This is an optimization exercise on Yosys and OpenROAD, whose aim is small area, a short achievable clock period and few clock cycles, not a production implementation.
Only simulation tests tie the RTL to the original design; equivalence was not proved.

== run a ==
==> flow/design.v <==
`timescale 1ns/1ps
package rvCorePkg;
    localparam int xLen = 32;
    localparam logic [6:0] opR     = 7'h33;
    localparam logic [6:0] opImm   = 7'h13;
    localparam logic [6:0] opLoad  = 7'h03;
    localparam logic [6:0] opStore = 7'h23;
endpackage
`timescale 1ns/1ps
module aluUnit (
    input  logic [31:0] a,
    input  logic [31:0] b,
    input  logic        sub,       
    input  logic        selSum,
    input  logic        selSlt,
    input  logic        selSltu,
    input  logic        selXor,
    input  logic        selOr,
    input  logic        selAnd,
    input  logic        selSll,
    input  logic        selSr,     
    input  logic        arith,     
    output logic [31:0] y
);
    logic [32:0] sum;
    logic        ltu;
    logic        lt;
    logic [4:0]  sh;
    logic [31:0] shIn;
    logic [31:0] shOut;
    logic [31:0] shRev;
    logic        fill;
    logic [31:0] bx, gen, prop;
    logic [31:0] gl [0:5];
    logic [31:0] pl [0:5];
    logic [32:0] carry;
    assign bx   = b ^ {32{sub}};
    assign gen  = a & bx;
    assign prop = a ^ bx;
    always_comb begin
        gl[0] = gen;
        pl[0] = prop;
        gl[0][0] = gen[0] | (prop[0] & sub);
        for (int l = 0; l < 5; l++) begin
            for (int i = 0; i < 32; i++) begin
                if (i >= (1 << l)) begin
                    gl[l+1][i] = gl[l][i] | (pl[l][i] & gl[l][i - (1 << l)]);
                    pl[l+1][i] = pl[l][i] & pl[l][i - (1 << l)];
                end else begin
                    gl[l+1][i] = gl[l][i];
                    pl[l+1][i] = pl[l][i];
                end
            end
        end
        carry = {gl[5], sub};
    end
    assign sum = {carry[32], prop ^ carry[31:0]};
    assign ltu = ~sum[32];
    assign lt  = (a[31] ^ b[31]) ? a[31] : sum[31];
    assign sh   = b[4:0];
    assign fill = arith & a[31];
    always_comb begin
        for (int i = 0; i < 32; i++) shIn[i] = selSll ? a[31-i] : a[i];
    end
    assign shOut = 32'($signed({fill, shIn}) >>> sh);
    always_comb begin
        for (int i = 0; i < 32; i++) shRev[i] = shOut[31-i];
    end
    assign y = ({32{selSum}} & sum[31:0])
             | ({32{selXor}} & (a ^ b))
             | ({32{selOr}}  & (a | b))
             | ({32{selAnd}} & (a & b))
             | ({32{selSr}}  & shOut)
             | ({32{selSll}} & shRev)
             | {31'd0, (selSlt & lt) | (selSltu & ltu)};
endmodule
`timescale 1ns/1ps
module regFile (
    input  logic        CLK,
    input  logic [31:1] rs1Sel,    
    input  logic [31:1] rs2Sel,
    output logic [31:0] rs1Data,
    output logic [31:0] rs2Data,
    input  logic        we,
    input  logic [4:0]  rd,
    input  logic [31:0] wdata
);
    logic [31:0] regs [1:31];
    always_comb begin
        rs1Data = '0;
        rs2Data = '0;
        for (int i = 1; i < 32; i++) begin
            rs1Data = rs1Data | ({32{rs1Sel[i]}} & regs[i]);
            rs2Data = rs2Data | ({32{rs2Sel[i]}} & regs[i]);
        end
    end
    always_ff @(posedge CLK) begin
        for (int i = 1; i < 32; i++) begin
            if (we && rd == 5'(i)) regs[i] <= wdata;
        end
    end
endmodule
`timescale 1ns/1ps
`timescale 1ns/1ps
`timescale 1ns/1ps
`timescale 1ns/1ps
`timescale 1ns/1ps
module rvCore #(
    parameter int addrBits = 10
) (
    input  logic                CLK,
    input  logic                rstN,
    input  logic [31:0]         instr,
    output logic [addrBits-1:0] instrAddr,
    output logic                ramWe,
    output logic [9:0]          ramAddr,    
    output logic [31:0]         ramWdata,
    input  logic [31:0]         ramRdata,
    output logic [31:0]         gpio
);
    logic [addrBits-1:0] pc;
    logic                stall;
    assign instrAddr = pc;
    always_ff @(posedge CLK) begin
        if (!rstN)       pc <= '0;
        else if (!stall) pc <= pc + 1'b1;
    end
    logic [31:7] dIr;
    logic        dR, dI, dL, dS;    
    always_ff @(posedge CLK) begin
        if (!rstN) begin
            {dR, dI, dL, dS} <= '0;
        end else if (!stall) begin
            dR <= instr[6:0] == rvCorePkg::opR;
            dI <= instr[6:0] == rvCorePkg::opImm;
            dL <= instr[6:0] == rvCorePkg::opLoad;
            dS <= instr[6:0] == rvCorePkg::opStore;
        end
    end
    always_ff @(posedge CLK) begin
        if (!stall) dIr <= instr[31:7];
    end
    logic [4:0]  dRd, dRs1, dRs2;
    logic [2:0]  dF3;
    logic        dAlt;
    logic [11:0] dImmI;
    logic [9:0]  dImmS;
    logic        dUses1, dUses2, dWrites;
    assign dRd    = dIr[11:7];
    assign dF3    = dIr[14:12];
    assign dRs1   = dIr[19:15];
    assign dRs2   = dIr[24:20];
    assign dAlt   = dIr[30];
    assign dImmI  = dIr[31:20];
    assign dImmS  = {dIr[29:25], dIr[11:7]};
    assign dUses1 = dR | dI | dL | dS;
    assign dUses2 = dR | dS;
    assign dWrites = (dR | dI | dL) && dRd != 5'd0;
    logic        eWe, eLd, eSt;
    logic [4:0]  eRd;
    logic        mWe, mLd, mRamWe, mGpioWe;
    logic [4:0]  mRd;
    logic [31:0] mX;         
    logic [31:0] mFA, mFB;   
    logic [9:0]  mAddr;
    assign stall = eWe && eLd
                   && ((dUses1 && dRs1 == eRd) || (dUses2 && dRs2 == eRd));
    logic [4:0] nRs1, nRs2;
    logic       nUses1, nUses2, nFwdE1, nFwdE2, nFwdM1, nFwdM2;
    logic [6:0] nOpcode;
    assign nRs1    = stall ? dRs1 : instr[19:15];
    assign nRs2    = stall ? dRs2 : instr[24:20];
    assign nOpcode = instr[6:0];
    assign nUses1  = stall ? dUses1
                           : (nOpcode == rvCorePkg::opR || nOpcode == rvCorePkg::opImm
                              || nOpcode == rvCorePkg::opLoad || nOpcode == rvCorePkg::opStore);
    assign nUses2  = stall ? dUses2
                           : (nOpcode == rvCorePkg::opR || nOpcode == rvCorePkg::opStore);
    assign nFwdE1 = !stall && nUses1 && dWrites && !dL && dRd == nRs1;
    assign nFwdE2 = !stall && nUses2 && dWrites && !dL && dRd == nRs2;
    assign nFwdM1 = !nFwdE1 && nUses1 && eWe && eRd == nRs1;
    assign nFwdM2 = !nFwdE2 && nUses2 && eWe && eRd == nRs2;
    logic [31:1] dSel1, dSel2;   
    logic        dFwdA, dFwdB;   
    logic        dFwdM1, dFwdM2;  
    always_ff @(posedge CLK) begin
        for (int i = 1; i < 32; i++) begin
            dSel1[i] <= nUses1 && !nFwdE1 && !nFwdM1 && nRs1 == 5'(i);
            dSel2[i] <= nUses2 && !nFwdE2 && !nFwdM2 && nRs2 == 5'(i);
        end
        dFwdA  <= nFwdE1;
        dFwdB  <= nFwdE2;
        dFwdM1 <= nFwdM1;
        dFwdM2 <= nFwdM2;
    end
    logic [31:0] rf1, rf2, mVal, dA, dB;
    assign mVal = mLd ? ramRdata : mX;
    regFile regs (
        .CLK(CLK), .rs1Sel(dSel1), .rs2Sel(dSel2), .rs1Data(rf1), .rs2Data(rf2),
        .we(mWe), .rd(mRd), .wdata(mVal)
    );
    assign dA = rf1 | ({32{dFwdM1}} & mVal);
    assign dB = rf2 | ({32{dFwdM2}} & mVal) | ({32{dI | dL}} & {{20{dImmI[11]}}, dImmI});
    logic [31:0] eA, eB;
    logic [9:0]  eImm;
    logic        eSub, eSelSum, eSelSlt, eSelSltu, eSelXor, eSelOr, eSelAnd;
    logic        eSelSll, eSelSr, eArith;
    always_ff @(posedge CLK) begin
        if (!rstN || stall) begin
            eWe <= 1'b0;
            eLd <= 1'b0;
            eSt <= 1'b0;
        end else begin
            eWe <= dWrites;
            eLd <= dL;
            eSt <= dS;
        end
    end
    always_ff @(posedge CLK) begin
        eRd   <= dRd;
        eA    <= dA;
        eB    <= dB;
        eImm  <= dS ? dImmS : dImmI[9:0];
        eSub     <= (dR && dF3 == 3'd0 && dAlt) || dF3 == 3'd2 || dF3 == 3'd3;
        eSelSum  <= dF3 == 3'd0;
        eSelSll  <= dF3 == 3'd1;
        eSelSlt  <= dF3 == 3'd2;
        eSelSltu <= dF3 == 3'd3;
        eSelXor  <= dF3 == 3'd4;
        eSelSr   <= dF3 == 3'd5;
        eSelOr   <= dF3 == 3'd6;
        eSelAnd  <= dF3 == 3'd7;
        eArith   <= dAlt && dF3 == 3'd5;
    end
    logic [31:0] opA, opB, aluY;
    logic [9:0]  eAddr;
    assign opA = eA | mFA;
    assign opB = eB | mFB;
    aluUnit alu (
        .a(opA), .b(opB), .sub(eSub),
        .selSum(eSelSum), .selSlt(eSelSlt), .selSltu(eSelSltu),
        .selXor(eSelXor), .selOr(eSelOr), .selAnd(eSelAnd),
        .selSll(eSelSll), .selSr(eSelSr), .arith(eArith),
        .y(aluY)
    );
    assign eAddr = opA[9:0] + eImm;
    always_ff @(posedge CLK) begin
        if (!rstN) begin
            mWe     <= 1'b0;
            mLd     <= 1'b0;
            mRamWe  <= 1'b0;
            mGpioWe <= 1'b0;
        end else begin
            mWe     <= eWe;
            mLd     <= eLd;
            mRamWe  <= eSt && eAddr != 10'd0;
            mGpioWe <= eSt && eAddr == 10'd0;
        end
    end
    always_ff @(posedge CLK) begin
        mRd   <= eRd;
        mAddr <= eAddr;
        mX    <= eSt ? opB : aluY;
        mFA   <= dFwdA ? aluY : '0;
        mFB   <= dFwdB ? aluY : '0;
    end
    assign ramWe    = mRamWe;
    assign ramAddr  = mAddr;
    assign ramWdata = mX;
    always_ff @(posedge CLK) begin
        if (!rstN)        gpio <= '0;
        else if (mGpioWe) gpio <= mX;
    end
endmodule
clock: 7.0 ns
lec_check: 0
abc_area: 1
cap_margin: 20
cell_pad_in_sites_detail_placement: 1
cell_pad_in_sites_global_placement: 2
core_margin: 2
core_utilization: 55
cts_cluster_diameter: 80
cts_cluster_size: 20
place_density: 0.45
setup_slack_margin: 5.0
slew_margin: 20
tns_end_percent: 0
standard.sh (not shown) runs the stock make flow with config.mk's settings and CLKGATE_MAP_FILE= SYNTH_SCRIPT=/design/flow/synth_recipe.tcl, a recipe that flattens the netlist after the stock synthesis.
==> flow/flow/run.sh <==
#!/bin/bash
# The standard layout (standard.sh, all ORFS steps from synthesis to finish)
# with one change: buffer_ports gives every input and output port a buf_2
# buffer instead of the delay cell (clkdlybuf4s50) it picks by default.
# ORFS writes each step's full log under orfs/logs/; make's own output goes
# to standard_make.log here.
set -euo pipefail
export BUFFER_PORTS_ARGS="-buffer_cell sky130_fd_sc_hd__buf_2"
bash standard.sh > standard_make.log 2>&1
Testbench counts of run a, summed over its fixed seeds: cycles 20,124.
#### Input delta (run b over run a)
==> flow/design.v, changed modules only <==
module rvCore #(
    parameter int addrBits = 10
) (
    input  logic                CLK,
    input  logic                rstN,
    input  logic [31:0]         instr,
    output logic [addrBits-1:0] instrAddr,
    output logic                ramWe,
    output logic [9:0]          ramAddr,    
    output logic [31:0]         ramWdata,
    input  logic [31:0]         ramRdata,
    output logic [31:0]         gpio
);
    logic [addrBits-1:0] pc;
    logic                stall;
    assign instrAddr = pc;
    always_ff @(posedge CLK) begin
        if (!rstN)       pc <= '0;
        else if (!stall) pc <= pc + 1'b1;
    end
    logic [31:7] dIr;
    logic        dR, dI, dL, dS;    
    always_ff @(posedge CLK) begin
        if (!rstN) begin
            {dR, dI, dL, dS} <= '0;
        end else if (!stall) begin
            dR <= instr[6:0] == rvCorePkg::opR;
            dI <= instr[6:0] == rvCorePkg::opImm;
            dL <= instr[6:0] == rvCorePkg::opLoad;
            dS <= instr[6:0] == rvCorePkg::opStore;
        end
    end
    logic [31:1] dSel1, dSel2;
    logic [4:0] nRs1, nRs2;
    assign nRs1 = stall ? dIr[19:15] : instr[19:15];
    assign nRs2 = stall ? dIr[24:20] : instr[24:20];
    always_ff @(posedge CLK) begin
        if (!stall) dIr <= instr[31:7];
    end
    always_ff @(posedge CLK) begin
        for (int i = 1; i < 32; i++) begin
            dSel1[i] <= nRs1 == 5'(i);
            dSel2[i] <= nRs2 == 5'(i);
        end
    end
    logic [4:0]  dRd, dRs1, dRs2;
    logic [2:0]  dF3;
    logic        dAlt;
    logic [11:0] dImmI;
    logic [9:0]  dImmS;
    logic        dUses1, dUses2, dWrites;
    assign dRd    = dIr[11:7];
    assign dF3    = dIr[14:12];
    assign dRs1   = dIr[19:15];
    assign dRs2   = dIr[24:20];
    assign dAlt   = dIr[30];
    assign dImmI  = dIr[31:20];
    assign dImmS  = {dIr[29:25], dIr[11:7]};
    assign dUses1 = dR | dI | dL | dS;
    assign dUses2 = dR | dS;
    assign dWrites = (dR | dI | dL) && dRd != 5'd0;
    logic        eWe, eLd, eSt;
    logic [4:0]  eRd;
    logic        mWe, mLd, mRamWe, mGpioWe;
    logic [4:0]  mRd;
    logic [31:0] mX;         
    logic [31:0] mFA, mFB;   
    logic [9:0]  mAddr;
    assign stall = eWe && eLd
                   && ((dUses1 && dRs1 == eRd) || (dUses2 && dRs2 == eRd));
    logic [31:0] rf1, rf2, mVal, dA, dB;
    assign mVal = mLd ? ramRdata : mX;
    regFile regs (
        .CLK(CLK), .rs1Sel(dSel1), .rs2Sel(dSel2), .rs1Data(rf1), .rs2Data(rf2),
        .we(mWe), .rd(mRd), .wdata(mVal)
    );
    logic dFwdA, dFwdB;
    assign dFwdA = dUses1 && eWe && !eLd && eRd == dRs1;
    assign dFwdB = dUses2 && eWe && !eLd && eRd == dRs2;
    always_comb begin
        if (dFwdA)                       dA = '0;
        else if (mWe && mRd == dRs1)     dA = mVal;
        else                             dA = rf1;
        if (dI || dL)                    dB = {{20{dImmI[11]}}, dImmI};
        else if (dFwdB)                  dB = '0;
        else if (mWe && mRd == dRs2)     dB = mVal;
        else                             dB = rf2;
    end
    logic [31:0] eA, eB;
    logic [9:0]  eImm;
    logic        eSub, eSelSum, eSelSlt, eSelSltu, eSelXor, eSelOr, eSelAnd;
    logic        eSelSll, eSelSr, eArith;
    always_ff @(posedge CLK) begin
        if (!rstN || stall) begin
            eWe <= 1'b0;
            eLd <= 1'b0;
            eSt <= 1'b0;
        end else begin
            eWe <= dWrites;
            eLd <= dL;
            eSt <= dS;
        end
    end
    always_ff @(posedge CLK) begin
        eRd   <= dRd;
        eA    <= dA;
        eB    <= dB;
        eImm  <= dS ? dImmS : dImmI[9:0];
        eSub     <= (dR && dF3 == 3'd0 && dAlt) || dF3 == 3'd2 || dF3 == 3'd3;
        eSelSum  <= dF3 == 3'd0;
        eSelSll  <= dF3 == 3'd1;
        eSelSlt  <= dF3 == 3'd2;
        eSelSltu <= dF3 == 3'd3;
        eSelXor  <= dF3 == 3'd4;
        eSelSr   <= dF3 == 3'd5;
        eSelOr   <= dF3 == 3'd6;
        eSelAnd  <= dF3 == 3'd7;
        eArith   <= dAlt && dF3 == 3'd5;
    end
    logic [31:0] opA, opB, aluY;
    logic [9:0]  eAddr;
    assign opA = eA | mFA;
    assign opB = eB | mFB;
    aluUnit alu (
        .a(opA), .b(opB), .sub(eSub),
        .selSum(eSelSum), .selSlt(eSelSlt), .selSltu(eSelSltu),
        .selXor(eSelXor), .selOr(eSelOr), .selAnd(eSelAnd),
        .selSll(eSelSll), .selSr(eSelSr), .arith(eArith),
        .y(aluY)
    );
    assign eAddr = opA[9:0] + eImm;
    always_ff @(posedge CLK) begin
        if (!rstN) begin
            mWe     <= 1'b0;
            mLd     <= 1'b0;
            mRamWe  <= 1'b0;
            mGpioWe <= 1'b0;
        end else begin
            mWe     <= eWe;
            mLd     <= eLd;
            mRamWe  <= eSt && eAddr != 10'd0;
            mGpioWe <= eSt && eAddr == 10'd0;
        end
    end
    always_ff @(posedge CLK) begin
        mRd   <= eRd;
        mAddr <= eAddr;
        mX    <= eSt ? opB : aluY;
        mFA   <= dFwdA ? aluY : '0;
        mFB   <= dFwdB ? aluY : '0;
    end
    assign ramWe    = mRamWe;
    assign ramAddr  = mAddr;
    assign ramWdata = mX;
    always_ff @(posedge CLK) begin
        if (!rstN)        gpio <= '0;
        else if (mGpioWe) gpio <= mX;
    end
endmodule
Notes after the runs:
- Diff run a -> run b: measured slew at the worst slew-check pin shrank by 30 ps, global routing met3 resource utilization grew by 0.98 points, sink count of the clock tree held steady.
- Run b against run a: horizontal extent of the die closely matched the old numbers; non-clock buffer count decreased by about 8% relative to the old numbers.
Testbench counts of run b, summed over its fixed seeds: cycles 20,124.

separate check: timing with driven ports:
How much do the figures lean on ideal ports? The routed layouts below were timed once more, with nothing changed but the port constraints.
Step 1, drivers: a clkbuf_16 drives CLK and a buf_2 each remaining input, both assumed.
Step 2 moves the port delays by t, midway between the first and last clock arrival at a register: inputs arrive t later, outputs are due t later. That takes back most of the time a late clock gives input paths.
Three values: ideal ports, drivers, drivers and shift; two values: the first two.
run	t (ns)	setup WS [ns]	latest minus earliest clock arrival (ns)	worst register clock-pin slew, ns	pins driven straight from the clock port
run a	0.782	3.981 / 3.981 / 3.439	0.049 / 0.050	0.10 / 0.10	1
run b	0.794	3.821 / 3.821 / 3.648	0.038 / 0.039	0.10 / 0.10	1
After both steps every run listed still meets setup and hold. For run a, which loses most, drivers alone change the setup slack by 0.000 ns; drivers and shift together by -0.542 ns.
